Source: an optimization exercise on an open RTL-to-GDS flow (aim: small area, a short achievable clock period and few clock cycles). Production flows keep margins and buffers that such runs may drop. Function was checked by simulation only, so behaviour that the tests miss may differ from the original.

==> run F: inputs <==
Design sparse_mac_row, start of the top module:
module sparse_mac_row #(
  parameter int DATA_WIDTH = 8,
  parameter int ACC_WIDTH  = 32,
  parameter int BLOCK_SIZE = 4,
  parameter int NUM_PE     = 4,
  parameter int IDX_WIDTH  = 4,
  localparam int OUT_IDX_WIDTH = (NUM_PE > 1) ? $clog2(NUM_PE) : 1
) (
  input  logic                                       Clk,
  input  logic                                       rst,
  input  logic [BLOCK_SIZE*BLOCK_SIZE*DATA_WIDTH-1:0] act_block,
  input  logic [DATA_WIDTH-1:0]                      weight_in,
  input  logic [NUM_PE*IDX_WIDTH-1:0]                idx_in,
  input  logic [NUM_PE*ACC_WIDTH-1:0]                bias_in,
  input  logic                                       is_signed,
  input  logic                                       block_last,
  input  logic                                       in_valid,
  output logic                                       in_ready,
  output logic [ACC_WIDTH-1:0]                       out_data,
  output logic [OUT_IDX_WIDTH-1:0]                   out_idx,
  output logic                                       out_last,
  output logic                                       out_valid,
  input  logic                                       out_ready
);
  localparam int NE = BLOCK_SIZE * BLOCK_SIZE;
  localparam int RW = 2 * DATA_WIDTH + 1;    
  logic                         first_q;     
  logic                         v1, l1;      
  logic                         x2;          
  logic                         park_q;      
  logic                         in_rdy_q;    
  logic                         in_rdy_o;    
  logic                         fin_free_q;  
  logic                         fin_has;     
  logic [OUT_IDX_WIDTH-1:0]     fin_ptr;
  logic                         out_last_q;
  logic [NE*DATA_WIDTH-1:0]     act_q, act_d;
  logic                         signed_q, signed_d;
  logic [DATA_WIDTH-1:0]        w1;          
  logic [DATA_WIDTH-1:0]        wh;          
  logic [NUM_PE-1:0]            s1;
  logic [DATA_WIDTH-1:0]        a1   [NUM_PE];
  logic [RW-1:0]                r0   [NUM_PE];
  logic [RW-1:0]                r1   [NUM_PE];
  logic [RW-1:0]                r0d  [NUM_PE];
  logic [RW-1:0]                r1d  [NUM_PE];
  logic [ACC_WIDTH-1:0]         acc  [NUM_PE];
  logic [ACC_WIDTH-1:0]         fin  [NUM_PE];
  ...
clock: 12.0 ns
lec_check: 0
cap_margin: 20
core_margin: 2
core_utilization: 40
cts_cluster_diameter: 60
cts_cluster_size: 20
place_density: 0.75
slew_margin: 20
standard.sh (not shown) runs the stock make flow with config.mk's settings and CLKGATE_MAP_FILE= SYNTH_SCRIPT=/design/flow/synth_recipe.tcl, a recipe that flattens the netlist after the stock synthesis.
==> flow/flow/run.sh <==
#!/bin/bash
# The standard layout (the standard.sh, unchanged synthesis and steps), with the
# port buffers made from the plain buffer buf_1, and timing repair asked to reach
# a setup slack of 8.4 ns.
set -uo pipefail
export BUFFER_PORTS_ARGS="-buffer_cell sky130_fd_sc_hd__buf_1"
bash standard.sh SETUP_SLACK_MARGIN=8.4 finish > standard.log 2>&1
==> inputs of run K, as changes to run F <==
CTS_CLUSTER_DIAMETER = default   (was 60)
CTS_CLUSTER_SIZE = default   (was 20)
==> notes <==
Clock-buffer cell count: run F is lower than run K (30).
Run K went through all stages and came out clean. Run F finished clean.
Of run K and run F, run K has the higher routed wire length (gap about 0.25%, measured against run F).
Global-route usage: run F is lower than run K (0.15 points).
Maximum frequency: run K is larger than run F (0.95%).
==> figures <==
                                                                                     run K                    run F
Status                                                             complete, no violations  complete, no violations
Worst hold endpoint                                                             acc[0][23]               acc[0][19]
Clk cell area share                                                                  5.39%                    4.21%
Count of cells resized by post-cts repair                                               31                       36
Post-route cell area                                                            42400 um^2               41900 um^2
Destination of the worst register-to-register timing path                       fin[3][31]               fin[2][31]
Post-layout worst setup margin                                                     8.37 ns                  8.34 ns
Minimum clock period                                                               3.63 ns                  3.66 ns
Number of antenna violations at the first check in global routing                        7                        9
Data arrival time of the worst path                                                1.23 ns                  1.26 ns
Testbench counts of run F, summed over its fixed seeds: cycles 2,918.
Testbench counts of run K, summed over its fixed seeds: cycles 2,918.

afterwards: timing with drivers on the ports:
How much do the figures lean on ideal ports? The routed layouts below were timed once more, with nothing changed but the port constraints. Step 1 sets driving cells, clkbuf_16 on the clock port and buf_2 on the other inputs (assumed; they add their load-dependent delay and slew). Step 2 adds t to the input delays and takes it off the output delays; t is the mean of the earliest and latest rising clock arrival at the registers after step 1. Input paths then give back, and output paths get back, about the clock's delay inside the block. Three values: no drivers, after step 1, after step 2; two values: the first two.
run	t, ns	setup WS [ns]	worst setup path at the end	latest minus earliest clock arrival (ns)
run F	0.710	8.340 / 8.269 / 7.764	input to register	0.041 / 0.041
run K	0.682	8.374 / 8.303 / 7.793	input to register	0.034 / 0.034
After both steps setup and hold are still met in every run listed. For run K, which loses most, drivers alone change the setup slack by -0.071 ns; drivers and shift together by -0.581 ns.
